What follows belongs to an exercise in optimizing a design on an open flow for small area and a short achievable clock period; a production flow would make more cautious choices.
In this exercise RTL edits were held to simulation tests only and were not proved equivalent to the original.
Power is estimated from default activity; no workload was simulated.

==> flow/design.v <==
module joltage_select_sum #(
  parameter int MAX_K = 12,
  parameter int VAL_W = 40,
  parameter int SUM_W = 64,
  parameter int CNT_W = 32,
  localparam int KW   = $clog2(MAX_K+1)
)(
  input  logic             clk,
  input  logic             rst_n,
  input  logic [KW-1:0]    k_sel,
  input  logic [3:0]       in_digit,
  input  logic             in_last,
  input  logic             in_valid,
  output logic             in_ready,
  input  logic             sum_clr,
  output logic             line_valid,
  output logic [VAL_W-1:0] line_value,
  output logic             line_short,
  output logic [SUM_W-1:0] sum_out,
  output logic [CNT_W-1:0] lines_done,
  output logic [2:0]       error
);
  logic [MAX_K-1:0][3:0] dig, cand;
  logic [MAX_K-1:1] shf_q, asc_nxt, shf_nxt;
  logic [VAL_W-1:0] val_p, val_g, va_nxt, vb_nxt;
  logic [VAL_W-1:0] val;
  logic [KW-1:0]    cnt, k_r, k_nxt;
  logic             live, fin, rdy, in_line;
  logic             acc, upd, clr, dig_ok, k_ok, short_l, add_ok;
  logic [VAL_W:0]   add_lo;
  logic [SUM_W-1:0] sum_nxt;
  logic             carry;
  logic [CNT_W-1:0] lines_nxt;
  logic [2:0]       err_set;
  assign in_ready = rdy;
  assign acc      = in_valid && in_ready;
  assign dig_ok   = (in_digit <= 4'd9);
  assign upd      = acc && dig_ok;
  assign clr      = fin || !live;
  assign k_ok     = (k_sel != '0) && (k_sel <= KW'(MAX_K));
  assign short_l  = (cnt < k_r);
  assign add_ok   = fin && !short_l;
  assign k_nxt = in_line ? k_r : (k_ok ? k_sel : KW'(MAX_K));
  always_comb begin
    cand[0] = (shf_q[1] || in_digit > dig[0]) ? in_digit : dig[0];
    for (int j = 1; j < MAX_K; j++)
      cand[j] = shf_q[j] ? dig[j-1] : dig[j];
    for (int j = 1; j < MAX_K; j++)
      asc_nxt[j] = (KW'(j) < k_nxt) && (cand[j] < cand[j-1]);
    shf_nxt[MAX_K-1] = asc_nxt[MAX_K-1];
    for (int j = MAX_K-2; j >= 1; j--)
      shf_nxt[j] = shf_nxt[j+1] | asc_nxt[j];
  end
  jss_bcd2bin u_conv (.d(cand), .va(va_nxt), .vb(vb_nxt));
  assign line_valid = fin;
  assign line_short = fin && short_l;
  assign line_value = add_ok ? val : '0;
  jss_cpa_pg #(.W(VAL_W)) u_val (.p_in(val_p), .g_in(val_g), .s(val));
  jss_cpa_sklansky #(.W(VAL_W+1)) u_add (.a({1'b0, sum_out[VAL_W-1:0]}), .b({1'b0, val}), .s(add_lo));
  jss_inc #(.W(SUM_W-VAL_W)) u_inc_hi (.a(sum_out[SUM_W-1:VAL_W]), .ci(add_lo[VAL_W]), .s(sum_nxt[SUM_W-1:VAL_W]), .co(carry));
  assign sum_nxt[VAL_W-1:0] = add_lo[VAL_W-1:0];
  assign lines_nxt = lines_done + 1'b1;
  assign err_set = {add_ok && carry,
                    (fin && short_l) || (acc && !in_line && !k_ok),
                    acc && !dig_ok};
  always_ff @(posedge clk or negedge rst_n) begin
    if (!rst_n) begin
      live    <= 1'b0;
      fin     <= 1'b0;
      rdy     <= 1'b0;
    end else begin
      live <= 1'b1;
      fin  <= acc && in_last;
      rdy  <= !(acc && in_last);
    end
  end
  always_ff @(posedge clk) begin
    if (clr) begin
      in_line <= 1'b0;
      dig     <= '0;
      shf_q   <= '0;
      cnt     <= '0;
    end else begin
      if (acc) in_line <= !in_last;
      if (upd) begin
        dig   <= cand;
        shf_q <= shf_nxt;
        if (cnt != KW'(MAX_K)) cnt <= cnt + 1'b1;
      end
    end
  end
  always_ff @(posedge clk) begin
    if (acc && !in_line) k_r <= k_ok ? k_sel : KW'(MAX_K);
    if (upd) begin
      val_p <= va_nxt ^ vb_nxt;
      val_g <= va_nxt & vb_nxt;
    end
  end
  always_ff @(posedge clk or negedge rst_n) begin
    if (!rst_n) begin
      sum_out    <= '0;
      lines_done <= '0;
      error      <= '0;
    end else if (sum_clr) begin
      sum_out    <= '0;
      lines_done <= '0;
      error      <= '0;
    end else begin
      error <= error | err_set;
      if (fin) lines_done <= lines_nxt;
      if (add_ok) sum_out <= sum_nxt;
    end
  end
endmodule
module jss_inc #(parameter int W = 24) (
  input  logic [W-1:0] a,
  input  logic         ci,
  output logic [W-1:0] s,
  output logic         co
);
  localparam int L = $clog2(W);
  logic [W-1:0] p [0:L];
  always_comb begin
    p[0] = a;
    for (int l = 0; l < L; l++)
      for (int i = 0; i < W; i++)
        if ((i >> l) & 1) p[l+1][i] = p[l][i] & p[l][((i >> l) << l) - 1];
        else              p[l+1][i] = p[l][i];
    s[0] = a[0] ^ ci;
    for (int i = 1; i < W; i++) s[i] = a[i] ^ (ci & p[L][i-1]);
    co = ci & p[L][W-1];
  end
endmodule
module jss_bcd2bin (input logic [47:0] d, output logic [39:0] va, output logic [39:0] vb);
  wire w1 = d[0];
  wire w2 = d[1];
  wire w3 = d[4];
  wire w4 = d[2];
  wire w5 = d[5];
  wire w6 = d[8];
  wire w7 = d[3];
  wire w8 = d[6];
  wire w9 = d[4];
  wire w10 = d[9];
  wire w11 = d[12];
  wire w12 = d[10];
  wire w13 = d[13];
  wire w14 = d[16];
  wire w15 = (d[5] | d[7]);
  wire w16 = d[6];
  wire w17 = d[11];
  wire w18 = ~d[8];
  wire w19 = d[14];
  wire w20 = ~d[12];
  wire w21 = d[17];
  wire w22 = d[20];
  wire w23 = d[7];
  wire w24 = d[9];
  wire w25 = d[18];
  wire w26 = d[21];
  wire w27 = d[24];
  wire w28 = (d[13] | d[15]);
  wire w29 = (d[9] ^ d[10]);
  wire w30 = d[8];
  wire w31 = (d[13] ^ d[14]);
  wire w32 = d[19];
  wire w33 = d[22];
  wire w34 = d[20];
  wire w35 = d[25];
  wire w36 = d[28];
  wire w37 = ((~d[12] & ~d[13] & ~d[14] & ~d[15]) | (d[12] & ~d[13] & ~d[14] & ~d[15]));
  wire w38 = ~d[16];
  wire w39 = d[26];
  wire w40 = d[29];
  wire w41 = d[32];
  wire w42 = ((~d[8] & ~d[9] & ~d[10] & ~d[11]) | (d[8] & ~d[9] & ~d[10] & ~d[11]) | (~d[8] & d[9] & ~d[10] & ~d[11]) | (d[8] & d[9] & ~d[10] & ~d[11]) | (~d[8] & d[9] & d[10] & ~d[11]) | (d[8] & d[9] & d[10] & ~d[11]));
  wire w43 = (d[21] | d[23]);
  wire w44 = d[10];
  wire w45 = d[17];
  wire w46 = d[22];
  wire w47 = ~d[20];
  wire w48 = d[27];
  wire w49 = d[24];
  wire w50 = d[30];
  wire w51 = ~d[28];
  wire w52 = d[33];
  wire w53 = d[36];
  wire w54 = d[11];
  wire w55 = d[12];
  wire w56 = (d[17] ^ d[18]);
  wire w57 = d[25];
  wire w58 = d[34];
  wire w59 = d[37];
  wire w60 = d[40];
  wire w61 = (d[21] | d[23]);
  wire w62 = (d[29] | d[31]);
  wire w63 = d[13];
  wire w64 = ((~d[16] & ~d[17] & ~d[18] & ~d[19]) | (d[16] & ~d[17] & ~d[18] & ~d[19]));
  wire w65 = d[16];
  wire w66 = (d[21] ^ d[22]);
  wire w67 = d[20];
  wire w68 = d[26];
  wire w69 = (d[29] ^ d[30]);
  wire w70 = ~d[28];
  wire w71 = d[35];
  wire w72 = d[38];
  wire w73 = d[36];
  wire w74 = d[41];
  wire w75 = d[44];
  wire w76 = d[14];
  wire w77 = d[17];
  wire w78 = d[27];
  wire w79 = d[42];
  wire w80 = d[45];
  wire w81 = ((~d[20] & ~d[21] & ~d[22] & ~d[23]) | (d[20] & ~d[21] & ~d[22] & ~d[23]) | (~d[20] & d[21] & ~d[22] & ~d[23]) | (d[20] & d[21] & ~d[22] & ~d[23]) | (~d[20] & d[21] & d[22] & ~d[23]) | (d[20] & d[21] & d[22] & ~d[23]));
  wire w82 = ((~d[28] & ~d[29] & ~d[30] & ~d[31]) | (d[28] & ~d[29] & ~d[30] & ~d[31]) | (~d[28] & d[29] & ~d[30] & ~d[31]) | (d[28] & d[29] & ~d[30] & ~d[31]) | (~d[28] & d[29] & d[30] & ~d[31]) | (d[28] & d[29] & d[30] & ~d[31]));
  wire w83 = (d[37] | d[39]);
  wire w84 = d[15];
  wire w85 = d[18];
  wire w86 = d[16];
  wire w87 = d[22];
  wire w88 = (d[29] ^ d[30]);
  wire w89 = d[28];
  wire w90 = ~d[32];
  wire w91 = d[38];
  wire w92 = d[43];
  wire w93 = ~d[40];
  wire w94 = d[46];
  wire w95 = ~d[44];
  wire w96 = d[23];
  wire w97 = d[24];
  wire w98 = d[33];
  wire w99 = d[39];
  wire w100 = ~d[36];
  wire w101 = d[41];
  wire w102 = (d[17] | d[19]);
  wire w103 = ((~d[28] & ~d[29] & ~d[30] & ~d[31]) | (d[28] & ~d[29] & ~d[30] & ~d[31]) | (~d[28] & d[29] & ~d[30] & ~d[31]) | (d[28] & d[29] & ~d[30] & ~d[31]) | (~d[28] & d[29] & d[30] & ~d[31]) | (d[28] & d[29] & d[30] & ~d[31]));
  wire w104 = (d[45] | d[47]);
  wire w105 = d[18];
  wire w106 = ~d[20];
  wire w107 = d[25];
  wire w108 = d[30];
  wire w109 = d[28];
  wire w110 = (d[33] ^ d[34]);
  wire w111 = d[37];
  wire w112 = (d[41] ^ d[42]);
  wire w113 = (d[45] ^ d[46]);
  wire w114 = d[19];
  wire w115 = d[21];
  wire w116 = d[26];
  wire w117 = ~d[24];
  wire w118 = ((~d[32] & ~d[33] & ~d[34] & ~d[35]) | (d[32] & ~d[33] & ~d[34] & ~d[35]));
  wire w119 = (d[37] ^ d[38]);
  wire w120 = ~d[36];
  wire w121 = ((~d[40] & ~d[41] & ~d[42] & ~d[43]) | (d[40] & ~d[41] & ~d[42] & ~d[43]));
  wire w122 = ((~d[44] & ~d[45] & ~d[46] & ~d[47]) | (d[44] & ~d[45] & ~d[46] & ~d[47]));
  wire w123 = ~d[44];
  wire w124 = (d[29] | d[31]);
  wire w125 = (d[21] ^ d[22]);
  wire w126 = d[20];
  wire w127 = d[30];
  wire w128 = ~d[32];
  wire w129 = d[45];
  wire w130 = (d[25] | d[27]);
  wire w131 = ((~d[36] & ~d[37] & ~d[38] & ~d[39]) | (d[36] & ~d[37] & ~d[38] & ~d[39]) | (~d[36] & d[37] & ~d[38] & ~d[39]) | (d[36] & d[37] & ~d[38] & ~d[39]) | (~d[36] & d[37] & d[38] & ~d[39]) | (d[36] & d[37] & d[38] & ~d[39]));
  wire w132 = (d[25] ^ d[26]);
  wire w133 = d[31];
  wire w134 = d[33];
  wire w135 = (d[37] ^ d[38]);
  wire w136 = ~d[36];
  wire w137 = ~d[40];
  wire w138 = (d[45] ^ d[46]);
  wire w139 = ((~d[20] & ~d[21] & ~d[22] & ~d[23]) | (d[20] & ~d[21] & ~d[22] & ~d[23]) | (~d[20] & d[21] & ~d[22] & ~d[23]) | (d[20] & d[21] & ~d[22] & ~d[23]) | (~d[20] & d[21] & d[22] & ~d[23]) | (d[20] & d[21] & d[22] & ~d[23]));
  wire w140 = d[22];
  wire w141 = ((~d[24] & ~d[25] & ~d[26] & ~d[27]) | (d[24] & ~d[25] & ~d[26] & ~d[27]));
  wire w142 = ~d[28];
  wire w143 = (d[33] ^ d[34]);
  wire w144 = ~d[32];
  wire w145 = d[41];
  wire w146 = ((~d[44] & ~d[45] & ~d[46] & ~d[47]) | (d[44] & ~d[45] & ~d[46] & ~d[47]));
  wire w147 = ~d[44];
  wire w148 = ((~d[36] & ~d[37] & ~d[38] & ~d[39]) | (d[36] & ~d[37] & ~d[38] & ~d[39]) | (~d[36] & d[37] & ~d[38] & ~d[39]) | (d[36] & d[37] & ~d[38] & ~d[39]) | (~d[36] & d[37] & d[38] & ~d[39]) | (d[36] & d[37] & d[38] & ~d[39]));
  wire w149 = d[23];
  wire w150 = d[24];
  wire w151 = d[29];
  wire w152 = (d[37] ^ d[38]);
  wire w153 = (d[41] ^ d[42]);
  wire w154 = d[40];
  wire w155 = d[45];
  wire w156 = ((~d[32] & ~d[33] & ~d[34] & ~d[35]) | (d[32] & ~d[33] & ~d[34] & ~d[35]) | (~d[32] & d[33] & ~d[34] & ~d[35]) | (d[32] & d[33] & ~d[34] & ~d[35]) | (~d[32] & d[33] & d[34] & ~d[35]) | (d[32] & d[33] & d[34] & ~d[35]));
  wire w157 = d[25];
  wire w158 = (d[29] ^ d[30]);
  wire w159 = d[28];
  wire w160 = (d[33] ^ d[34]);
  wire w161 = ((~d[36] & ~d[37] & ~d[38] & ~d[39]) | (d[36] & ~d[37] & ~d[38] & ~d[39]));
  wire w162 = d[36];
  wire w163 = (d[45] ^ d[46]);
  wire w164 = ((~d[40] & ~d[41] & ~d[42] & ~d[43]) | (d[40] & ~d[41] & ~d[42] & ~d[43]) | (~d[40] & d[41] & ~d[42] & ~d[43]) | (d[40] & d[41] & ~d[42] & ~d[43]) | (~d[40] & d[41] & d[42] & ~d[43]) | (d[40] & d[41] & d[42] & ~d[43]));
  wire w165 = d[26];
  wire w166 = ((~d[32] & ~d[33] & ~d[34] & ~d[35]) | (d[32] & ~d[33] & ~d[34] & ~d[35]));
  wire w167 = d[37];
  wire w168 = d[42];
  wire w169 = ((~d[44] & ~d[45] & ~d[46] & ~d[47]) | (d[44] & ~d[45] & ~d[46] & ~d[47]));
  wire w170 = ((~d[28] & ~d[29] & ~d[30] & ~d[31]) | (d[28] & ~d[29] & ~d[30] & ~d[31]) | (~d[28] & d[29] & ~d[30] & ~d[31]) | (d[28] & d[29] & ~d[30] & ~d[31]) | (~d[28] & d[29] & d[30] & ~d[31]) | (d[28] & d[29] & d[30] & ~d[31]));
  wire w171 = d[27];
  wire w172 = d[30];
  wire w173 = d[28];
  wire w174 = d[38];
  wire w175 = ~d[36];
  wire w176 = d[43];
  wire w177 = d[44];
  wire w178 = d[45];
  wire w179 = (d[29] | d[31]);
  wire w180 = (d[37] | d[39]);
  wire w181 = d[30];
  wire w182 = ~d[32];
  wire w183 = (d[37] ^ d[38]);
  wire w184 = d[46];
  wire w185 = d[31];
  wire w186 = d[33];
  wire w187 = ((~d[36] & ~d[37] & ~d[38] & ~d[39]) | (d[36] & ~d[37] & ~d[38] & ~d[39]));
  wire w188 = ~d[36];
  wire w189 = d[40];
  wire w190 = d[47];
  wire w191 = (d[33] ^ d[34]);
  wire w192 = d[32];
  wire w193 = d[37];
  wire w194 = d[41];
  wire w195 = d[44];
  wire w196 = (d[37] ^ d[38]);
  wire w197 = d[42];
  wire w198 = d[40];
  wire w199 = d[45];
  wire w200 = ((~d[32] & ~d[33] & ~d[34] & ~d[35]) | (d[32] & ~d[33] & ~d[34] & ~d[35]) | (~d[32] & d[33] & ~d[34] & ~d[35]) | (d[32] & d[33] & ~d[34] & ~d[35]) | (~d[32] & d[33] & d[34] & ~d[35]) | (d[32] & d[33] & d[34] & ~d[35]));
  wire w201 = d[34];
  wire w202 = ((~d[36] & ~d[37] & ~d[38] & ~d[39]) | (d[36] & ~d[37] & ~d[38] & ~d[39]));
  wire w203 = d[46];
  wire w204 = (d[41] | d[43]);
  wire w205 = d[35];
  wire w206 = d[36];
  wire w207 = d[42];
  wire w208 = d[40];
  wire w209 = d[47];
  wire w210 = d[44];
  wire w211 = d[37];
  wire w212 = d[45];
  wire w213 = (d[41] | d[43]);
  wire w214 = d[38];
  wire w215 = d[42];
  wire w216 = d[46];
  wire w217 = ~d[44];
  wire w218 = d[39];
  wire w219 = d[43];
  wire w220 = d[40];
  wire w221 = (d[45] | d[47]);
  wire w222 = d[41];
  wire w223 = (d[45] ^ d[46]);
  wire w224 = d[42];
  wire w225 = ((~d[44] & ~d[45] & ~d[46] & ~d[47]) | (d[44] & ~d[45] & ~d[46] & ~d[47]));
  wire w226 = ~d[44];
  wire w227 = d[43];
  wire w228 = d[45];
  wire w229 = (d[45] ^ d[46]);
  wire w230 = d[44];
  wire w231 = ((~d[44] & ~d[45] & ~d[46] & ~d[47]) | (d[44] & ~d[45] & ~d[46] & ~d[47]) | (~d[44] & d[45] & ~d[46] & ~d[47]) | (d[44] & d[45] & ~d[46] & ~d[47]) | (~d[44] & d[45] & d[46] & ~d[47]) | (d[44] & d[45] & d[46] & ~d[47]));
  wire w232 = d[46];
  wire w233 = w4 ^ w5;
  wire w234 = w233 ^ w6;
  wire w235 = (w4 & w5) | (w233 & w6);
  wire w236 = w10 ^ w11;
  wire w237 = w236 ^ w7;
  wire w238 = (w10 & w11) | (w236 & w7);
  wire w239 = w8 ^ w9;
  wire w240 = w239 ^ w235;
  wire w241 = (w8 & w9) | (w239 & w235);
  wire w242 = w12 ^ w13;
  wire w243 = w242 ^ w14;
  wire w244 = (w12 & w13) | (w242 & w14);
  wire w245 = w15 ^ w238;
  wire w246 = w245 ^ w243;
  wire w247 = (w15 & w238) | (w245 & w243);
  wire w248 = w16 ^ w17;
  wire w249 = w248 ^ w19;
  wire w250 = (w16 & w17) | (w248 & w19);
  wire w251 = w21 ^ w22;
  wire w252 = w251 ^ w18;
  wire w253 = (w21 & w22) | (w251 & w18);
  wire w254 = w20 ^ w244;
  wire w255 = w254 ^ w249;
  wire w256 = (w20 & w244) | (w254 & w249);
  wire w257 = w252 ^ w247;
  wire w258 = w257 ^ w255;
  wire w259 = (w252 & w247) | (w257 & w255);
  wire w260 = 1'b1 ^ w23;
  wire w261 = w260 ^ w24;
  wire w262 = (1'b1 & w23) | (w260 & w24);
  wire w263 = w25 ^ w26;
  wire w264 = w263 ^ w27;
  wire w265 = (w25 & w26) | (w263 & w27);
  wire w266 = w28 ^ w250;
  wire w267 = w266 ^ w253;
  wire w268 = (w28 & w250) | (w266 & w253);
  wire w269 = w261 ^ w264;
  wire w270 = w269 ^ w256;
  wire w271 = (w261 & w264) | (w269 & w256);
  wire w272 = w267 ^ w259;
  wire w273 = w272 ^ w270;
  wire w274 = (w267 & w259) | (w272 & w270);
  wire w275 = 1'b1 ^ w30;
  wire w276 = w275 ^ w32;
  wire w277 = (1'b1 & w30) | (w275 & w32);
  wire w278 = w33 ^ w34;
  wire w279 = w278 ^ w35;
  wire w280 = (w33 & w34) | (w278 & w35);
  wire w281 = w36 ^ w29;
  wire w282 = w281 ^ w31;
  wire w283 = (w36 & w29) | (w281 & w31);
  wire w284 = w262 ^ w265;
  wire w285 = w284 ^ w276;
  wire w286 = (w262 & w265) | (w284 & w276);
  wire w287 = w279 ^ w282;
  wire w288 = w287 ^ w268;
  wire w289 = (w279 & w282) | (w287 & w268);
  wire w290 = w285 ^ w271;
  wire w291 = w290 ^ w288;
  wire w292 = (w285 & w271) | (w290 & w288);
  wire w293 = w39 ^ w40;
  wire w294 = w293 ^ w41;
  wire w295 = (w39 & w40) | (w293 & w41);
  wire w296 = w38 ^ w37;
  wire w297 = w296 ^ w42;
  wire w298 = (w38 & w37) | (w296 & w42);
  wire w299 = w43 ^ w277;
  wire w300 = w299 ^ w280;
  wire w301 = (w43 & w277) | (w299 & w280);
  wire w302 = w294 ^ w283;
  wire w303 = w302 ^ w297;
  wire w304 = (w294 & w283) | (w302 & w297);
  wire w305 = w286 ^ w300;
  wire w306 = w305 ^ w289;
  wire w307 = (w286 & w300) | (w305 & w289);
  wire w308 = w303 ^ w292;
  wire w309 = w308 ^ w306;
  wire w310 = (w303 & w292) | (w308 & w306);
  wire w311 = w44 ^ w45;
  wire w312 = w311 ^ w46;
  wire w313 = (w44 & w45) | (w311 & w46);
  wire w314 = w48 ^ w49;
  wire w315 = w314 ^ w50;
  wire w316 = (w48 & w49) | (w314 & w50);
  wire w317 = w52 ^ w53;
  wire w318 = w317 ^ w47;
  wire w319 = (w52 & w53) | (w317 & w47);
  wire w320 = w51 ^ w295;
  wire w321 = w320 ^ w312;
  wire w322 = (w51 & w295) | (w320 & w312);
  wire w323 = w315 ^ w318;
  wire w324 = w323 ^ w298;
  wire w325 = (w315 & w318) | (w323 & w298);
  wire w326 = w301 ^ w321;
  wire w327 = w326 ^ w324;
  wire w328 = (w301 & w321) | (w326 & w324);
  wire w329 = w304 ^ w327;
  wire w330 = w329 ^ w307;
  wire w331 = (w304 & w327) | (w329 & w307);
  wire w332 = w54 ^ w55;
  wire w333 = w332 ^ w57;
  wire w334 = (w54 & w55) | (w332 & w57);
  wire w335 = w58 ^ w59;
  wire w336 = w335 ^ w60;
  wire w337 = (w58 & w59) | (w335 & w60);
  wire w338 = w56 ^ w61;
  wire w339 = w338 ^ w62;
  wire w340 = (w56 & w61) | (w338 & w62);
  wire w341 = w313 ^ w316;
  wire w342 = w341 ^ w319;
  wire w343 = (w313 & w316) | (w341 & w319);
  wire w344 = w333 ^ w336;
  wire w345 = w344 ^ w339;
  wire w346 = (w333 & w336) | (w344 & w339);
  wire w347 = w322 ^ w342;
  wire w348 = w347 ^ w325;
  wire w349 = (w322 & w342) | (w347 & w325);
  wire w350 = w345 ^ w328;
  wire w351 = w350 ^ w348;
  wire w352 = (w345 & w328) | (w350 & w348);
  wire w353 = 1'b1 ^ w63;
  wire w354 = w353 ^ w65;
  wire w355 = (1'b1 & w63) | (w353 & w65);
  wire w356 = w67 ^ w68;
  wire w357 = w356 ^ w71;
  wire w358 = (w67 & w68) | (w356 & w71);
  wire w359 = w72 ^ w73;
  wire w360 = w359 ^ w74;
  wire w361 = (w72 & w73) | (w359 & w74);
  wire w362 = w75 ^ w70;
  wire w363 = w362 ^ w64;
  wire w364 = (w75 & w70) | (w362 & w64);
  wire w365 = w66 ^ w69;
  wire w366 = w365 ^ w334;
  wire w367 = (w66 & w69) | (w365 & w334);
  wire w368 = w337 ^ w354;
  wire w369 = w368 ^ w357;
  wire w370 = (w337 & w354) | (w368 & w357);
  wire w371 = w360 ^ w340;
  wire w372 = w371 ^ w363;
  wire w373 = (w360 & w340) | (w371 & w363);
  wire w374 = w343 ^ w366;
  wire w375 = w374 ^ w369;
  wire w376 = (w343 & w366) | (w374 & w369);
  wire w377 = w346 ^ w372;
  wire w378 = w377 ^ w349;
  wire w379 = (w346 & w372) | (w377 & w349);
  wire w380 = w375 ^ w352;
  wire w381 = w380 ^ w378;
  wire w382 = (w375 & w352) | (w380 & w378);
  wire w383 = w76 ^ w77;
  wire w384 = w383 ^ w78;
  wire w385 = (w76 & w77) | (w383 & w78);
  wire w386 = w79 ^ w80;
  wire w387 = w386 ^ w81;
  wire w388 = (w79 & w80) | (w386 & w81);
  wire w389 = w82 ^ w83;
  wire w390 = w389 ^ w355;
  wire w391 = (w82 & w83) | (w389 & w355);
  wire w392 = w358 ^ w361;
  wire w393 = w392 ^ w384;
  wire w394 = (w358 & w361) | (w392 & w384);
  wire w395 = w364 ^ w367;
  wire w396 = w395 ^ w387;
  wire w397 = (w364 & w367) | (w395 & w387);
  wire w398 = w370 ^ w390;
  wire w399 = w398 ^ w393;
  wire w400 = (w370 & w390) | (w398 & w393);
  wire w401 = w373 ^ w396;
  wire w402 = w401 ^ w376;
  wire w403 = (w373 & w396) | (w401 & w376);
  wire w404 = w399 ^ w379;
  wire w405 = w404 ^ w402;
  wire w406 = (w399 & w379) | (w404 & w402);
  wire w407 = 1'b1 ^ w84;
  wire w408 = w407 ^ w85;
  wire w409 = (1'b1 & w84) | (w407 & w85);
  wire w410 = w86 ^ w87;
  wire w411 = w410 ^ w89;
  wire w412 = (w86 & w87) | (w410 & w89);
  wire w413 = w91 ^ w92;
  wire w414 = w413 ^ w94;
  wire w415 = (w91 & w92) | (w413 & w94);
  wire w416 = w90 ^ w93;
  wire w417 = w416 ^ w95;
  wire w418 = (w90 & w93) | (w416 & w95);
  wire w419 = w88 ^ w385;
  wire w420 = w419 ^ w408;
  wire w421 = (w88 & w385) | (w419 & w408);
  wire w422 = w411 ^ w414;
  wire w423 = w422 ^ w417;
  wire w424 = (w411 & w414) | (w422 & w417);
  wire w425 = w388 ^ w391;
  wire w426 = w425 ^ w394;
  wire w427 = (w388 & w391) | (w425 & w394);
  wire w428 = w420 ^ w423;
  wire w429 = w428 ^ w397;
  wire w430 = (w420 & w423) | (w428 & w397);
  wire w431 = w400 ^ w426;
  wire w432 = w431 ^ w429;
  wire w433 = (w400 & w426) | (w431 & w429);
  wire w434 = w403 ^ w432;
  wire w435 = w434 ^ w406;
  wire w436 = (w403 & w432) | (w434 & w406);
  wire w437 = 1'b1 ^ w101;
  wire w438 = w437 ^ w96;
  wire w439 = (1'b1 & w101) | (w437 & w96);
  wire w440 = w97 ^ w98;
  wire w441 = w440 ^ w99;
  wire w442 = (w97 & w98) | (w440 & w99);
  wire w443 = w100 ^ w102;
  wire w444 = w443 ^ w103;
  wire w445 = (w100 & w102) | (w443 & w103);
  wire w446 = w104 ^ w409;
  wire w447 = w446 ^ w412;
  wire w448 = (w104 & w409) | (w446 & w412);
  wire w449 = w415 ^ w418;
  wire w450 = w449 ^ w438;
  wire w451 = (w415 & w418) | (w449 & w438);
  wire w452 = w441 ^ w444;
  wire w453 = w452 ^ w421;
  wire w454 = (w441 & w444) | (w452 & w421);
  wire w455 = w447 ^ w424;
  wire w456 = w455 ^ w450;
  wire w457 = (w447 & w424) | (w455 & w450);
  wire w458 = w427 ^ w453;
  wire w459 = w458 ^ w456;
  wire w460 = (w427 & w453) | (w458 & w456);
  wire w461 = w430 ^ w459;
  wire w462 = w461 ^ w433;
  wire w463 = (w430 & w459) | (w461 & w433);
  wire w464 = w105 ^ w107;
  wire w465 = w464 ^ w108;
  wire w466 = (w105 & w107) | (w464 & w108);
  wire w467 = w109 ^ w111;
  wire w468 = w467 ^ w106;
  wire w469 = (w109 & w111) | (w467 & w106);
  wire w470 = w110 ^ w112;
  wire w471 = w470 ^ w113;
  wire w472 = (w110 & w112) | (w470 & w113);
  wire w473 = w439 ^ w442;
  wire w474 = w473 ^ w465;
  wire w475 = (w439 & w442) | (w473 & w465);
  wire w476 = w468 ^ w445;
  wire w477 = w476 ^ w448;
  wire w478 = (w468 & w445) | (w476 & w448);
  wire w479 = w471 ^ w451;
  wire w480 = w479 ^ w474;
  wire w481 = (w471 & w451) | (w479 & w474);
  wire w482 = w454 ^ w477;
  wire w483 = w482 ^ w457;
  wire w484 = (w454 & w477) | (w482 & w457);
  wire w485 = w480 ^ w460;
  wire w486 = w485 ^ w483;
  wire w487 = (w480 & w460) | (w485 & w483);
  wire w488 = w114 ^ w115;
  wire w489 = w488 ^ w116;
  wire w490 = (w114 & w115) | (w488 & w116);
  wire w491 = w117 ^ w120;
  wire w492 = w491 ^ w123;
  wire w493 = (w117 & w120) | (w491 & w123);
  wire w494 = w118 ^ w119;
  wire w495 = w494 ^ w121;
  wire w496 = (w118 & w119) | (w494 & w121);
  wire w497 = w122 ^ w124;
  wire w498 = w497 ^ w466;
  wire w499 = (w122 & w124) | (w497 & w466);
  wire w500 = w469 ^ w489;
  wire w501 = w500 ^ w492;
  wire w502 = (w469 & w489) | (w500 & w492);
  wire w503 = w472 ^ w495;
  wire w504 = w503 ^ w475;
  wire w505 = (w472 & w495) | (w503 & w475);
  wire w506 = w498 ^ w501;
  wire w507 = w506 ^ w478;
  wire w508 = (w498 & w501) | (w506 & w478);
  wire w509 = w481 ^ w504;
  wire w510 = w509 ^ w507;
  wire w511 = (w481 & w504) | (w509 & w507);
  wire w512 = w484 ^ w510;
  wire w513 = w512 ^ w487;
  wire w514 = (w484 & w510) | (w512 & w487);
  wire w515 = w126 ^ w127;
  wire w516 = w515 ^ w129;
  wire w517 = (w126 & w127) | (w515 & w129);
  wire w518 = w128 ^ w125;
  wire w519 = w518 ^ w130;
  wire w520 = (w128 & w125) | (w518 & w130);
  wire w521 = w131 ^ w490;
  wire w522 = w521 ^ w493;
  wire w523 = (w131 & w490) | (w521 & w493);
  wire w524 = w516 ^ w496;
  wire w525 = w524 ^ w499;
  wire w526 = (w516 & w496) | (w524 & w499);
  wire w527 = w519 ^ w502;
  wire w528 = w527 ^ w522;
  wire w529 = (w519 & w502) | (w527 & w522);
  wire w530 = w505 ^ w525;
  wire w531 = w530 ^ w528;
  wire w532 = (w505 & w525) | (w530 & w528);
  wire w533 = w508 ^ w531;
  wire w534 = w533 ^ w511;
  wire w535 = (w508 & w531) | (w533 & w511);
  wire w536 = w133 ^ w134;
  wire w537 = w536 ^ w136;
  wire w538 = (w133 & w134) | (w536 & w136);
  wire w539 = w137 ^ w132;
  wire w540 = w539 ^ w135;
  wire w541 = (w137 & w132) | (w539 & w135);
  wire w542 = w138 ^ w139;
  wire w543 = w542 ^ w517;
  wire w544 = (w138 & w139) | (w542 & w517);
  wire w545 = w537 ^ w520;
  wire w546 = w545 ^ w540;
  wire w547 = (w537 & w520) | (w545 & w540);
  wire w548 = w523 ^ w543;
  wire w549 = w548 ^ w526;
  wire w550 = (w523 & w543) | (w548 & w526);
  wire w551 = w546 ^ w529;
  wire w552 = w551 ^ w549;
  wire w553 = (w546 & w529) | (w551 & w549);
  wire w554 = w532 ^ w552;
  wire w555 = w554 ^ w535;
  wire w556 = (w532 & w552) | (w554 & w535);
  wire w557 = 1'b1 ^ w140;
  wire w558 = w557 ^ w145;
  wire w559 = (1'b1 & w140) | (w557 & w145);
  wire w560 = w142 ^ w144;
  wire w561 = w560 ^ w147;
  wire w562 = (w142 & w144) | (w560 & w147);
  wire w563 = w141 ^ w143;
  wire w564 = w563 ^ w146;
  wire w565 = (w141 & w143) | (w563 & w146);
  wire w566 = w148 ^ w538;
  wire w567 = w566 ^ w558;
  wire w568 = (w148 & w538) | (w566 & w558);
  wire w569 = w561 ^ w541;
  wire w570 = w569 ^ w544;
  wire w571 = (w561 & w541) | (w569 & w544);
  wire w572 = w564 ^ w567;
  wire w573 = w572 ^ w547;
  wire w574 = (w564 & w567) | (w572 & w547);
  wire w575 = w570 ^ w550;
  wire w576 = w575 ^ w573;
  wire w577 = (w570 & w550) | (w575 & w573);
  wire w578 = w553 ^ w576;
  wire w579 = w578 ^ w556;
  wire w580 = (w553 & w576) | (w578 & w556);
  wire w581 = w149 ^ w150;
  wire w582 = w581 ^ w151;
  wire w583 = (w149 & w150) | (w581 & w151);
  wire w584 = w154 ^ w155;
  wire w585 = w584 ^ w152;
  wire w586 = (w154 & w155) | (w584 & w152);
  wire w587 = w153 ^ w156;
  wire w588 = w587 ^ w559;
  wire w589 = (w153 & w156) | (w587 & w559);
  wire w590 = w562 ^ w582;
  wire w591 = w590 ^ w565;
  wire w592 = (w562 & w582) | (w590 & w565);
  wire w593 = w585 ^ w568;
  wire w594 = w593 ^ w588;
  wire w595 = (w585 & w568) | (w593 & w588);
  wire w596 = w591 ^ w571;
  wire w597 = w596 ^ w594;
  wire w598 = (w591 & w571) | (w596 & w594);
  wire w599 = w574 ^ w597;
  wire w600 = w599 ^ w577;
  wire w601 = (w574 & w597) | (w599 & w577);
  wire w602 = 1'b1 ^ w157;
  wire w603 = w602 ^ w159;
  wire w604 = (1'b1 & w157) | (w602 & w159);
  wire w605 = w162 ^ w158;
  wire w606 = w605 ^ w160;
  wire w607 = (w162 & w158) | (w605 & w160);
  wire w608 = w161 ^ w163;
  wire w609 = w608 ^ w164;
  wire w610 = (w161 & w163) | (w608 & w164);
  wire w611 = w583 ^ w603;
  wire w612 = w611 ^ w586;
  wire w613 = (w583 & w603) | (w611 & w586);
  wire w614 = w589 ^ w606;
  wire w615 = w614 ^ w609;
  wire w616 = (w589 & w606) | (w614 & w609);
  wire w617 = w592 ^ w612;
  wire w618 = w617 ^ w595;
  wire w619 = (w592 & w612) | (w617 & w595);
  wire w620 = w615 ^ w598;
  wire w621 = w620 ^ w618;
  wire w622 = (w615 & w598) | (w620 & w618);
  wire w623 = w165 ^ w167;
  wire w624 = w623 ^ w168;
  wire w625 = (w165 & w167) | (w623 & w168);
  wire w626 = w166 ^ w169;
  wire w627 = w626 ^ w170;
  wire w628 = (w166 & w169) | (w626 & w170);
  wire w629 = w604 ^ w624;
  wire w630 = w629 ^ w607;
  wire w631 = (w604 & w624) | (w629 & w607);
  wire w632 = w610 ^ w627;
  wire w633 = w632 ^ w613;
  wire w634 = (w610 & w627) | (w632 & w613);
  wire w635 = w630 ^ w616;
  wire w636 = w635 ^ w633;
  wire w637 = (w630 & w616) | (w635 & w633);
  wire w638 = w619 ^ w636;
  wire w639 = w638 ^ w622;
  wire w640 = (w619 & w636) | (w638 & w622);
  wire w641 = w171 ^ w172;
  wire w642 = w641 ^ w173;
  wire w643 = (w171 & w172) | (w641 & w173);
  wire w644 = w174 ^ w176;
  wire w645 = w644 ^ w177;
  wire w646 = (w174 & w176) | (w644 & w177);
  wire w647 = w175 ^ w625;
  wire w648 = w647 ^ w642;
  wire w649 = (w175 & w625) | (w647 & w642);
  wire w650 = w645 ^ w628;
  wire w651 = w650 ^ w648;
  wire w652 = (w645 & w628) | (w650 & w648);
  wire w653 = w631 ^ w634;
  wire w654 = w653 ^ w651;
  wire w655 = (w631 & w634) | (w653 & w651);
  wire w656 = w637 ^ w654;
  wire w657 = w656 ^ w640;
  wire w658 = (w637 & w654) | (w656 & w640);
  wire w659 = w178 ^ w179;
  wire w660 = w659 ^ w180;
  wire w661 = (w178 & w179) | (w659 & w180);
  wire w662 = w643 ^ w646;
  wire w663 = w662 ^ w660;
  wire w664 = (w643 & w646) | (w662 & w660);
  wire w665 = w649 ^ w663;
  wire w666 = w665 ^ w652;
  wire w667 = (w649 & w663) | (w665 & w652);
  wire w668 = w655 ^ w666;
  wire w669 = w668 ^ w658;
  wire w670 = (w655 & w666) | (w668 & w658);
  wire w671 = w181 ^ w184;
  wire w672 = w671 ^ w182;
  wire w673 = (w181 & w184) | (w671 & w182);
  wire w674 = w183 ^ w672;
  wire w675 = w674 ^ w661;
  wire w676 = (w183 & w672) | (w674 & w661);
  wire w677 = w675 ^ w664;
  wire w678 = w677 ^ w667;
  wire w679 = (w675 & w664) | (w677 & w667);
  wire w680 = 1'b1 ^ w185;
  wire w681 = w680 ^ w186;
  wire w682 = (1'b1 & w185) | (w680 & w186);
  wire w683 = w189 ^ w190;
  wire w684 = w683 ^ w188;
  wire w685 = (w189 & w190) | (w683 & w188);
  wire w686 = w187 ^ w673;
  wire w687 = w686 ^ w681;
  wire w688 = (w187 & w673) | (w686 & w681);
  wire w689 = w684 ^ w687;
  wire w690 = w689 ^ w676;
  wire w691 = (w684 & w687) | (w689 & w676);
  wire w692 = w192 ^ w193;
  wire w693 = w692 ^ w194;
  wire w694 = (w192 & w193) | (w692 & w194);
  wire w695 = w195 ^ w191;
  wire w696 = w695 ^ w682;
  wire w697 = (w195 & w191) | (w695 & w682);
  wire w698 = w685 ^ w693;
  wire w699 = w698 ^ w688;
  wire w700 = (w685 & w693) | (w698 & w688);
  wire w701 = w696 ^ w699;
  wire w702 = w701 ^ w691;
  wire w703 = (w696 & w699) | (w701 & w691);
  wire w704 = w197 ^ w198;
  wire w705 = w704 ^ w199;
  wire w706 = (w197 & w198) | (w704 & w199);
  wire w707 = w196 ^ w200;
  wire w708 = w707 ^ w694;
  wire w709 = (w196 & w200) | (w707 & w694);
  wire w710 = w705 ^ w697;
  wire w711 = w710 ^ w708;
  wire w712 = (w705 & w697) | (w710 & w708);
  wire w713 = w700 ^ w711;
  wire w714 = w713 ^ w703;
  wire w715 = (w700 & w711) | (w713 & w703);
  wire w716 = w201 ^ w203;
  wire w717 = w716 ^ w202;
  wire w718 = (w201 & w203) | (w716 & w202);
  wire w719 = w204 ^ w706;
  wire w720 = w719 ^ w709;
  wire w721 = (w204 & w706) | (w719 & w709);
  wire w722 = w717 ^ w712;
  wire w723 = w722 ^ w720;
  wire w724 = (w717 & w712) | (w722 & w720);
  wire w725 = 1'b1 ^ w205;
  wire w726 = w725 ^ w206;
  wire w727 = (1'b1 & w205) | (w725 & w206);
  wire w728 = w207 ^ w208;
  wire w729 = w728 ^ w209;
  wire w730 = (w207 & w208) | (w728 & w209);
  wire w731 = w210 ^ w726;
  wire w732 = w731 ^ w729;
  wire w733 = (w210 & w726) | (w731 & w729);
  wire w734 = w718 ^ w732;
  wire w735 = w734 ^ w721;
  wire w736 = (w718 & w732) | (w734 & w721);
  wire w737 = 1'b1 ^ w211;
  wire w738 = w737 ^ w212;
  wire w739 = (1'b1 & w211) | (w737 & w212);
  wire w740 = w213 ^ w727;
  wire w741 = w740 ^ w730;
  wire w742 = (w213 & w727) | (w740 & w730);
  wire w743 = w738 ^ w733;
  wire w744 = w743 ^ w741;
  wire w745 = (w738 & w733) | (w743 & w741);
  wire w746 = w214 ^ w215;
  wire w747 = w746 ^ w216;
  wire w748 = (w214 & w215) | (w746 & w216);
  wire w749 = w217 ^ w739;
  wire w750 = w749 ^ w747;
  wire w751 = (w217 & w739) | (w749 & w747);
  wire w752 = w742 ^ w750;
  wire w753 = w752 ^ w745;
  wire w754 = (w742 & w750) | (w752 & w745);
  wire w755 = 1'b1 ^ w218;
  wire w756 = w755 ^ w219;
  wire w757 = (1'b1 & w218) | (w755 & w219);
  wire w758 = w220 ^ w221;
  wire w759 = w758 ^ w748;
  wire w760 = (w220 & w221) | (w758 & w748);
  wire w761 = w756 ^ w751;
  wire w762 = w761 ^ w759;
  wire w763 = (w756 & w751) | (w761 & w759);
  wire w764 = 1'b1 ^ w222;
  wire w765 = w764 ^ w223;
  wire w766 = (1'b1 & w222) | (w764 & w223);
  wire w767 = w757 ^ w760;
  wire w768 = w767 ^ w765;
  wire w769 = (w757 & w760) | (w767 & w765);
  wire w770 = 1'b1 ^ w224;
  wire w771 = w770 ^ w226;
  wire w772 = (1'b1 & w224) | (w770 & w226);
  wire w773 = w225 ^ w771;
  wire w774 = w773 ^ w766;
  wire w775 = (w225 & w771) | (w773 & w766);
  wire w776 = w227 ^ w228;
  wire w777 = w776 ^ w772;
  wire w778 = (w227 & w228) | (w776 & w772);
  wire w779 = 1'b1 ^ w230;
  wire w780 = w779 ^ w229;
  wire w781 = (1'b1 & w230) | (w779 & w229);
  wire [39:0] ra = {1'b1, w231, w780, w777, w774, w763, w762, w753, w744, w724, w723, w714, w702, w690, w678, w669, w657, w639, w621, w600, w579, w555, w534, w513, w486, w462, w435, w382, w381, w331, w310, w309, w274, w273, w258, w241, w237, w234, w2, w1};
  wire [39:0] rb = {w232, w781, w778, w775, w769, w768, w754, 1'b0, w736, w735, w715, 1'b0, 1'b0, w679, w670, 1'b0, 1'b0, 1'b0, w601, w580, 1'b0, 1'b0, w514, 1'b0, w463, w436, 1'b0, w405, 1'b0, w351, w330, 1'b0, w291, 1'b0, 1'b0, w246, w240, 1'b0, w3, 1'b0};
  assign va = ra;
  assign vb = rb;
endmodule
module jss_cpa_sklansky #(parameter int W = 40) (input logic [W-1:0] a, b, output logic [W-1:0] s);
  localparam int L = $clog2(W);
  logic [W-1:0] g [0:L];
  logic [W-1:0] p [0:L];
  always_comb begin
    g[0] = a & b; p[0] = a ^ b;
    for (int l = 0; l < L; l++)
      for (int i = 0; i < W; i++)
        if ((i >> l) & 1) begin
          g[l+1][i] = g[l][i] | (p[l][i] & g[l][((i >> l) << l) - 1]);
          p[l+1][i] = p[l][i] & p[l][((i >> l) << l) - 1];
        end else begin
          g[l+1][i] = g[l][i]; p[l+1][i] = p[l][i];
        end
    s[0] = p[0][0];
    for (int i = 1; i < W; i++) s[i] = p[0][i] ^ g[L][i-1];
  end
endmodule
module jss_cpa_ripple #(parameter int W = 40) (input logic [W-1:0] a, b, output logic [W-1:0] s);
  logic [W:0] c;
  always_comb begin
    c[0] = 1'b0;
    for (int i = 0; i < W; i++) begin
      s[i] = a[i] ^ b[i] ^ c[i];
      c[i+1] = (a[i] & b[i]) | (a[i] & c[i]) | (b[i] & c[i]);
    end
  end
endmodule
module jss_cpa_bk #(parameter int W = 40) (input logic [W-1:0] a, b, output logic [W-1:0] s);
  localparam int L = $clog2(W);
  logic [W-1:0] g, p;
  always_comb begin
    g = a & b; p = a ^ b;
    for (int l = 0; l < L; l++)
      for (int i = 0; i < W; i++)
        if (((i + 1) % (2 << l)) == 0) begin
          g[i] = g[i] | (p[i] & g[i - (1 << l)]);
          p[i] = p[i] & p[i - (1 << l)];
        end
    for (int l = L - 1; l >= 0; l--)
      for (int i = 0; i < W; i++)
        if (((i + 1) % (2 << l)) == (1 << l) && i >= (2 << l) + (1 << l) - 1) begin
          g[i] = g[i] | (p[i] & g[i - (1 << l)]);
          p[i] = p[i] & p[i - (1 << l)];
        end
    s[0] = a[0] ^ b[0];
    for (int i = 1; i < W; i++) s[i] = a[i] ^ b[i] ^ g[i-1];
  end
endmodule
module jss_cpa_pg #(parameter int W = 40) (input logic [W-1:0] p_in, g_in, output logic [W-1:0] s);
  localparam int L = $clog2(W);
  logic [W-1:0] g [0:L];
  logic [W-1:0] p [0:L];
  always_comb begin
    g[0] = g_in; p[0] = p_in;
    for (int l = 0; l < L; l++)
      for (int i = 0; i < W; i++)
        if ((i >> l) & 1) begin
          g[l+1][i] = g[l][i] | (p[l][i] & g[l][((i >> l) << l) - 1]);
          p[l+1][i] = p[l][i] & p[l][((i >> l) << l) - 1];
        end else begin
          g[l+1][i] = g[l][i]; p[l+1][i] = p[l][i];
        end
    s[0] = p_in[0];
    for (int i = 1; i < W; i++) s[i] = p_in[i] ^ g[L][i-1];
  end
endmodule
==> flow/flow/run.sh <==
#!/bin/bash
set -euo pipefail
export BUFFER_PORTS_ARGS="-buffer_cell sky130_fd_sc_hd__buf_1"
export CTS_ARGS="-sink_clustering_enable -repair_clock_nets -dont_use_dummy_load"
bash standard.sh finish > standard_flow.log 2>&1
==> flow/standard.sh <==
#!/bin/bash
# synth_recipe.tcl (not shown) runs the flow's synth.tcl, then flattens the netlist and writes it again
# the make line also repeats each setting of config.mk as NAME=value (left out here)
make -C /OpenROAD-flow-scripts/flow DESIGN_CONFIG=/design/flow/config.mk WORK_HOME=/design/flow/orfs CLKGATE_MAP_FILE= SYNTH_SCRIPT=/design/flow/synth_recipe.tcl "${@:-finish}"
==> flow/config.mk <==
export PLATFORM = sky130hd
export DESIGN_NAME = joltage_select_sum
export DESIGN_NICKNAME = joltage_select_sum
export VERILOG_FILES = /design/flow/design.v
export SDC_FILE = /design/flow/constraint.sdc
export NUM_CORES = 4
export LEC_CHECK = 0
export CAP_MARGIN = 20
export CORE_MARGIN = 2
export CORE_UTILIZATION = 55
export SETUP_SLACK_MARGIN = 4.4
export SLEW_MARGIN = 20
==> flow/constraint.sdc <==
create_clock -name core_clock -period 9.0 [get_ports {clk}]
set_input_delay 1.8000 -clock core_clock [delete_from_list [all_inputs] [get_ports {clk}]]
set_output_delay 1.8000 -clock core_clock [all_outputs]
set_load 0.01 [all_outputs]
==> qor.yml, run 1 <==
grt_pass1_wl_microns: 71700
numPortBuffers: 154
n_antenna_cell: 0
p_leak_uw: 0.00911
finClkSkew_ps: 34.5
core-area_sq_um: 32400
clkSinkCount: 233
synth_most_common_cell: "inv_1"
synth_area_leaders: "fa_1 19%, dfrtp_1 14%, edfxtp_1 11%"
layout-drive-gt1-share_pct: 14.6
netlist_top_cells_count: "223 x inv_1, 175 x fa_1, 157 x nor2_1, 126 x ha_1, 114 x nand2_1"
clockBufferDepth: 3
grt_max_degree: 94
synth-edff-count: 67
numCtsBuffers: 26
fmax_mhz: 213
startpoint_type: "register"
netlist_instances: 1779
worstSetupPathType: "register to output pin"
final_cell_count_no_fill: 2445
post-route-period-util_pct: 52.1
area_delta_synth_final_pct: 17.8
hpwl_microns: 35100
ys_warn_count: 9
status: "timing/DRC/antenna clean"
wl_microns: 45700
die_h_microns: 185
yosysTopAreaCellShare_pct: 19.5
setup_viol: 0
ys_seq_area_share_pct: 32.5
powerDensity_nw_per_um2: 237
slew_headroom_pct: 29.8
rr_worst_depth: 21
postRouteAntennaNets: 0
overflow: 0
finalNetCount: 2319
place_congestion: 0.906
synth_top_flop_cell: "dfrtp_1"
crit_arrival_ps: 2890
required_ps: 7200
fin_setup_tns_ps: 0
min_path_type: "register to register"
via_per_inst: 5.47
drc: 0
report.final.slew_viol_count: 0
via_count: 13362
fin_crit_ps: 4690
synthArstFlopShare_pct: 43.8
seq_area_sq_um: 5870
grt_pass1_vias: 13095
cts_hold_buf: 0
drt-initial-drc-count: 750
endpoint_kind: "output pin"
crit_fanout: 4
synth_area_leader_cell: "fa_1"
cap_viol_max_count: 0
dp_cells: 2330
netlist_area_sq_um: 18000
ioPinCount: 155
rsz0062_at_grt: "yes"
worst-slew-pin-transition_ps: 1050
wire_per_inst_microns: 18.7
cts_root_buffer: "clkbuf_16"
grt_usage_pct: 27.1
cts.clk_slew.worst_paths_ps: 60
start_util_pct: 55.5
avgSynthCellArea_sq_um: 10.1
rows: 66
syn-num-nets: 2093
multi_input_area_sq_um: 11800
synth.distinct_cells: 87
cts_tree: "yes"
die_area_sq_um: 34100
ys_seq_elements: 233
fill_cells: 2655
hold_viol: 0
fp.dieW_microns: 185
clock_latency_ps: 550
antenna_found_initial: 0
drtPass1Iterations: 8
h-tree-depth: 1
whs_path_depth: 2
ir_worst_vdd_mv: 0.150
timing repair:
action,4_1_cts,5_1_grt
resized for setup,110,56
buffers inserted,46,43
pin swaps,27,28
endpoints found under the setup margin,76,75
flip-flops by register name, indices dropped and copies added, names as in the netlist:
signal      count
fin             1
dig            48
shf_q          11
sum_out        64
val_g          23
live            1
cnt             4
val_p          40
k_r             4
error           3
lines_done     32
rdy             1
in_line         1
stage by stage:
step | worst slack, ps | total power, uW | instance area (sq um) | hold slack (ps) | utilization (%)
floorplan | 4340 | 3170 | 18100 | 471 | -
global placement | 3820 | 3780 | 19100 | 479 | 58.9
detailed placement | 3770 | 3850 | 19100 | 488 | 58.9
CTS | 4340 | 4940 | 20600 | 499 | 63.6
global route | 4200 | 5500 | 21200 | 529 | 65.4
finish | 4310 | 5020 | 21200 | 494 | 65.4
worst max-delay path, cell delays in order, from the launching register on:
cell and delay [ps]:
edfxtp_1 410, and3_4 200, a221oi_4 260, o21a_1 230, or2_1 140, o311a_4 240, nor3b_4 60, o21a_1 220
o21a_1 210, nor3_2 220, buf_2 180
path summary, 6_finish.rpt:
check,endpoint,from,slack (ps)
setup reg to reg,sum_out[41],val_p[9],4490
max in group asynchronous,sum_out[20],rst_n,6440
setup / recovery,line_value[38],val_p[14],4310
hold / removal,error[0],error[0],490
min in group asynchronous,lines_done[18],rst_n,1260
hold reg to reg,error[0],error[0],490
logic make-up (layout without fill, tap and decap cells):
logic type	Yosys count	after routing	synth area share, %
other cells	1	1	0.0209
fa+ha+maj	301	301	28.3
xor+xnor	108	108	5.31
buf+inv	286	510	6.11
flops	233	233	32.5
mux	52	52	2.95
simple gates	479	479	13.0
compound gates	319	319	11.8
routing by layer:
layer / part of all wire [%] / vias to the layer above / wire length (microns) / track usage (%)
met1: 47 / 6545 / 21400 / 38.9
met2: 46 / 298 / 21200 / 44.1
met3: 4.6 / 76 / 2110 / 3.18
met4: 2.3 / 0 / 1050 / 6.89
met5: 0 / - / 0 / 0
li1: - / 6443 / - / -
layout by cell type, fill, tap and decap left out, types with 7 or more instances in the layout:
cell	synthesis	layout
inv_1	223	208
nor2_1	157	148
xnor2_2	1	8
inv_2	2	12
o21ai_1	9	13
buf_1	6	142
nand3_1	33	31
and3_1	22	21
dfxtp_1	64	56
nand4_1	13	13
buf_4	2	100
clkbuf_16	0	26
or3_1	16	15
a21oi_2	3	7
o21ai_0	59	52
buf_2	8	8
o21a_1	13	12
fa_2	0	9
edfxtp_1	67	67
xor2_1	51	47
a31oi_1	14	13
a21oi_1	90	83
a211oi_1	59	58
nor2b_1	12	12
ha_1	126	124
a21o_1	14	14
nor3_1	14	10
nand2_1	114	112
xnor2_1	56	48
and2_1	49	46
fa_1	175	166
dfrtp_1	102	102
mux2i_4	0	21
mux2i_1	47	23
final cells by class:
cell class / instances / share of cell area, %
tap: 442 / 2.61
clock buffer: 26 / 3.07
sequential: 233 / 27.7
inverter: 226 / 4.10
timing repair buffer: 258 / 6.58
multi-input combinational: 1260 / 55.9
power by group:
group / internal, uW / switching (uW) / leakage, uW
clock network: 503 / 393 / 0.000320
logic: 1170 / 1450 / 0.00621
registers: 1380 / 119 / 0.00258
total: 3060 / 1960 / 0.00911
==> run 2, diff against run 1 <==
--- a/flow/config.mk
+++ b/flow/config.mk
@@ -8,5 +8,5 @@
 export CAP_MARGIN = 20
 export CORE_MARGIN = 2
 export CORE_UTILIZATION = 55
-export SETUP_SLACK_MARGIN = 4.4
+export SETUP_SLACK_MARGIN = 4.7
 export SLEW_MARGIN = 20
==> run 2 against run 1 <==
  * Still clean
  * Cell area grew 7.6%
  * Sequential power about the same
  * Sequential share of layout area down 1.9 points
  * Largest power group unchanged
==> qor.yml, run 2 <==
ioPinCount: 155
setup_viol: 0
power_switching_uw: 2110
synth_area_leaders: "fa_1 19%, dfrtp_1 14%, edfxtp_1 11%"
netlist_instances: 1779
reg2reg_from: "val_p[10]"
synth_area_leader_cell: "fa_1"
synth-edff-count: 67
netlist_top_cells_count: "223 x inv_1, 175 x fa_1, 157 x nor2_1, 126 x ha_1, 114 x nand2_1"
cp_num_buf_inv: 1
r2r_slack_ps: 4450
final_cell_count_no_fill: 2518
p_leak_uw: 0.00976
finalNetCount: 2392
ys_seq_area_share_pct: 32.5
grt.busiest_layer: "met2"
drt-initial-drc-count: 851
cap_viol_max_count: 0
grt_pass1_vias: 13498
top_register: "sum_out"
netlist_area_sq_um: 18000
grt_usage_pct: 27.3
crit_chain: "nand3_2 > nor2_4 > nand4bb_4 > and2_4 > o21a_4 > o31a_1 > o21bai_1 > xor2_1 > and2_1 > clkbuf_2"
crit_cells: 10
cts_tree: "yes"
slowest_delay_ps: 440
rows: 66
via_count: 13963
fin_setup_tns_ps: 0
hold_viol: 0
crit_arrival_ps: 3000
start_util_pct: 55.5
grt_pass1_wl_microns: 72900
mostFrequentLayoutCells: "198 x inv_1, 145 x nor2_1, 144 x fa_1, 143 x buf_4, 118 x buf_1"
status: "timing/DRC/antenna clean"
worst-slew-pin-transition_ps: 1100
yosysTopAreaCellShare_pct: 19.5
wire_per_inst_microns: 19.0
clkSinkCount: 233
crit_fanout: 4
synth.distinct_cells: 87
fin_crit_ps: 4800
h-tree-depth: 1
grt_use_met1_pct: 39.3
finClkSkew_ps: 50.1
cp_slowest_cell: "edfxtp_1"
numPortBuffers: 154
min_path_type: "register to register"
synth_top_flop_cell: "dfrtp_1"
drtPass1Iterations: 5
antenna_found_initial: 0
place_congestion: 0.958
p_int_uw: 3330
rr_endpoint: "sum_out[57]"
largest_reg_flops: 64
cts_root_buffer: "clkbuf_16"
hold_end: "error[2]"
fmax_mhz: 208
synthArstFlopShare_pct: 43.8
worstSetupPathType: "register to output pin"
p_comb_share_pct: 54.9
use_met3_pct: 4.66
reg_top3: "sum_out (64), dig (48), val_p (40)"
ir_worst_vdd_mv: 0.176
report.final.slew_viol_count: 0
rr_worst_depth: 22
path_delay_family: "simple AND/OR/NAND/NOR gates"
synth_most_common_cell: "inv_1"
worstSetupStartpoint: "val_p[10]"
numCtsBuffers: 27
die_area_sq_um: 34100
startpoint_type: "register"
die_h_microns: 185
drc: 0
via_per_inst: 5.55
power_frac_seq_pct: 28.1
wl_microns: 47800
cts_hold_buf: 0
hpwl_microns: 33900
postRouteAntennaNets: 0
grt.met2_usage_pct: 42.9
avgSynthCellArea_sq_um: 10.1
required_ps: 7200
fp.dieW_microns: 185
n_antenna_cell: 0
slew_headroom_pct: 26.7
final_common_cell: "inv_1"
cts.clk_slew.worst_paths_ps: 50
core-area_sq_um: 32400
grt_max_degree: 94
hp-start: "error[2]"
rsz0062_at_grt: "yes"
post-route-period-util_pct: 53.3
clock_power_share_pct: 17.0
layout-drive-gt1-share_pct: 24.8
overflow: 0
clock_latency_ps: 570
dp_cells: 2325
syn-num-nets: 2093
ys_seq_elements: 233
whs_path_depth: 1
ys_warn_count: 9
clockBufferDepth: 3
sw_frac_of_total_pct: 38.8
endpoint_kind: "output pin"
area_delta_synth_final_pct: 26.8
powerDensity_nw_per_um2: 239
## run 2: cell counts after synthesis
Identical to the previous run, type by type.
## run 2: power by group through the flow
stage	clock, uW	sequential, uW	combinational [uW]
floorplan	0	1480	1710
global placement	0	1510	2260
detailed placement	0	1520	2320
CTS	948	1510	2570
global route	984	1540	3410
finish	923	1530	2990
## run 2: routing by layer
metal	vias to the layer above	wire [microns]	part of all wire, %
met4	0	1340	2.8
met3	90	2700	5.6
met5	-	0	0
li1	6583	-	-
met2	399	22100	46
met1	6891	21600	45
## run 2: worst max-delay path by stage
stage	to	slack [ps]
3_5_place_dp	val_p[7]	3940
4_1_cts	line_value[37]	4320
3_3_place_gp	val_p[7]	4040
6_report	line_value[31]	4200
2_1_floorplan	val_p[7]	4420
5_1_grt	line_value[38]	4050
## run 2: logic make-up after synthesis
group,Yosys count,share of synthesized area [%]
other cells,1,0.0209
xor+xnor,108,5.31
buf+inv,286,6.11
fa+ha+maj,301,28.3
compound gates,319,11.8
flops,233,32.5
mux,52,2.95
simple gates,479,13.0
## run 2: repair_timing
action	in CTS	in global routing
resized for setup	155	226
setup endpoints to repair	96	88
gates cloned	1	1
buffers inserted	87	77
pin swaps	53	83
## run 2: area by class of cell
cell class | count | area [sq um]
Fill cell | 2468 | 9600
Multi-Input combinational cell | 1261 | 12600
Sequential cell | 233 | 5880
Inverter | 226 | 885
Clock buffer | 27 | 676
Tap cell | 442 | 553
Timing Repair Buffer | 329 | 2190
## run 2: stage by stage
| stage | area (sq um) | util, % | total power, uW | setup slack (ps) | hold WS [ps] |
|---|---|---|---|---|---|
| 2_1_floorplan | 18200 | - | 3190 | 4420 | 471 |
| 3_3_place_gp | 19200 | 59.3 | 3770 | 4040 | 478 |
| 3_5_place_dp | 19200 | 59.3 | 3840 | 3940 | 497 |
| 4_1_cts | 21200 | 65.6 | 5030 | 4320 | 510 |
| 5_1_grt | 22800 | 70.4 | 5940 | 4050 | 524 |
| 6_report | 22800 | 70.4 | 5440 | 4200 | 507 |
==> run 3, diff against run 2 <==
--- a/flow/config.mk
+++ b/flow/config.mk
@@ -8,5 +8,5 @@
 export CAP_MARGIN = 20
 export CORE_MARGIN = 2
 export CORE_UTILIZATION = 55
-export SETUP_SLACK_MARGIN = 4.7
+export SETUP_SLACK_MARGIN = 4.0
 export SLEW_MARGIN = 20
==> run 3 against run 2 <==
  * Still clean on timing, DRC and antenna
  * Total power is 13% lower
  * Register-to-register slack got worse by 420 ps
  * Cell area down 12%
  * Area after synthesis stayed put
  * Sequential share of layout area is 3.4 points higher
  * Highest routed layer unchanged
==> qor.yml, run 3 <==
slowest_delay_ps: 500
via_count: 13033
layout-drive-gt1-share_pct: 6.98
ys_warn_count: 9
syn-num-nets: 2093
rr_endpoint: "val_p[25]"
grt_max_degree: 100
netlist_instances: 1779
crit_arrival_ps: 5240
antenna_found_initial: 0
synth-edff-count: 67
wire_per_inst_microns: 18.4
finalNetCount: 2251
rr_worst_depth: 13
path_delay_family: "adder cells"
netlist_area_sq_um: 18000
crit_top_cell: "fa_1"
crit_cells: 13
slew_headroom_pct: 35.1
synth_most_common_cell: "inv_1"
synth_area_leader_cell: "fa_1"
ys_seq_elements: 233
post-route-period-util_pct: 55.2
start_util_pct: 55.5
cap_viol_max_count: 0
largest_reg_flops: 64
avgSynthCellArea_sq_um: 10.1
powerDensity_nw_per_um2: 236
place_ws_ps: 3480
mostFrequentLayoutCells: "221 x inv_1, 175 x fa_1, 155 x nor2_1, 151 x buf_1, 125 x ha_1"
fin_crit_ps: 4970
grt_pass1_vias: 13142
report.final.slew_viol_count: 0
h-tree-depth: 1
fin_setup_tns_ps: 0
place_congestion: 0.925
worstSetupStartpoint: "shf_q[9]"
status: "timing/DRC/antenna clean"
crit_chain: "mux2i_4 > clkinvlp_4 > buf_4 > nor2_1 > nand2_1 > fa_1 > fa_1 > fa_1 > inv_1 > fa_1 > fa_1 > fa_1 > ha_1"
worstSetupPathType: "register to register"
cp_num_buf_inv: 3
numPortBuffers: 154
cts_hold_buf: 0
via_per_inst: 5.48
cts.clk_slew.worst_paths_ps: 60
reg2reg_from: "shf_q[9]"
crit_fanout: 8
startpoint_type: "register"
final_cell_count_no_fill: 2378
wl_microns: 43700
die_h_microns: 185
worst-slew-pin-transition_ps: 973
cp_slowest_cell: "fa_1"
reg_top3: "sum_out (64), dig (48), val_p (40)"
rows: 66
rsz0062_at_grt: "yes"
setup_viol: 0
min_path_type: "register to register"
yosysTopAreaCellShare_pct: 19.5
dp_cells: 2336
clock_latency_ps: 540
final_core_util_pct: 61.9
final_common_cell: "inv_1"
synthArstFlopShare_pct: 43.8
clkSinkCount: 233
numCtsBuffers: 28
hold_viol: 0
finClkSkew_ps: 42.7
synth_top_flop_cell: "dfrtp_1"
ys_seq_area_share_pct: 32.5
core-area_sq_um: 32400
netlist_top_cells_count: "223 x inv_1, 175 x fa_1, 157 x nor2_1, 126 x ha_1, 114 x nand2_1"
top_register: "sum_out"
fmax_mhz: 201
endpoint: "val_p[25]"
ioPinCount: 155
required_ps: 9270
endpoint_kind: "register"
r2r_slack_ps: 4030
overflow: 0
hpwl_microns: 34700
clockBufferDepth: 3
die_area_sq_um: 34100
grt_usage_pct: 26.4
synth_area_leaders: "fa_1 19%, dfrtp_1 14%, edfxtp_1 11%"
fp.dieW_microns: 185
drt-initial-drc-count: 753
ir_worst_vdd_mv: 0.198
cts_tree: "yes"
area_delta_synth_final_pct: 11.6
drc: 0
fin_ws_ps: 4030
synth.distinct_cells: 87
drtPass1Iterations: 5
postRouteAntennaNets: 0
grt_pass1_wl_microns: 70500
cts_root_buffer: "clkbuf_16"
p_leak_uw: 0.00865
## run 3: repair_timing
item                                   CTS  global route
buffers inserted                         1            12
pin swaps                                0             6
resized for setup                       15            28
setup endpoints to repair               16            25
endpoints found under the hold margin    0             0
## run 3: final cells by class
| type | count | area, sq um |
|---|---|---|
| Antenna cell | 1 | 2.50 |
| Fill cell | 2819 | 12300 |
| Inverter | 226 | 855 |
| Sequential cell | 233 | 5850 |
| Multi-Input combinational cell | 1260 | 11200 |
| Tap cell | 442 | 553 |
| Clock buffer | 28 | 701 |
| Timing Repair Buffer | 188 | 840 |
## run 3: report_power, final
part | switching (uW) | internal, uW
Sequential | 120 | 1380
Combinational | 1330 | 980
Clock | 391 | 540
## run 3: cell families after synthesis
group           synth area share, %
mux                            2.95
other cells                  0.0209
xor+xnor                       5.31
fa+ha+maj                      28.3
buf+inv                        6.11
flops                          32.5
simple gates                   13.0
compound gates                 11.8
## run 3: metrics by stage
stage          hold slack, ps  instance area [sq um]  power (uW)
4_1_cts                   499                  19800        4770
2_1_floorplan             471                  18000        3170
5_1_grt                   519                  20000        5240
3_3_place_gp              480                  19000        3720
3_5_place_dp              493                  19000        3790
6_report                  497                  20000        4740
## run 3: worst min-delay path by stage
stage	startpoint	to	cells past startpoint
final	error[0]	error[0]	2
after global routing	error[2]	error[2]	1
after CTS	dig[46]	dig[46]	2
after detailed placement	error[0]	error[0]	2
after global placement	error[0]	error[0]	2
after floorplan	dig[46]	dig[46]	2
## run 3: metal layers
metal	global-route usage [%]	up-vias	wire (microns)
li1	-	6308	-
met1	37.5	6371	20300
met2	42.9	285	20300
met3	3.52	69	2030
met4	6.92	0	1060
met5	0	-	0
## run 3: worst min-delay path, cell delays in order, from the launching register on
cell and delay (ps):
dfrtp_1 350, a31oi_1 40, nor2_1 70

==> re-timing with driven ports <==
How much do the figures lean on ideal ports? The routed layouts below were timed once more, with nothing changed but the port constraints. Step 1: set_driving_cell puts a clkbuf_16 on clk and a buf_2 on each other input, an assumption about the parent block. Step 2 also shifts input and output timing later by t, the mid clock arrival at the registers, as if the neighbouring blocks saw the same clock. Slacks: ideal ports / drivers / drivers and shift; pairs: ideal ports / drivers.
| run | t (ns) | slack for setup (ns) | worst setup path at the end | worst register clock-pin slew, ns | cell pins on the clock port's net |
|---|---|---|---|---|---|
| run 1 | 0.586 | 4.307 / 4.253 / 4.002 | input to register | 0.06 / 0.06 | 1 |
| run 2 | 0.597 | 4.202 / 4.148 / 4.167 | input to register | 0.06 / 0.06 | 1 |
| run 3 | 0.574 | 4.030 / 4.030 / 3.673 | input to register | 0.06 / 0.06 | 1 |
After both steps every run listed still meets setup and hold. The setup slack of run 3, which loses most, moves by 0.000 ns with the drivers and by -0.357 ns with both steps.
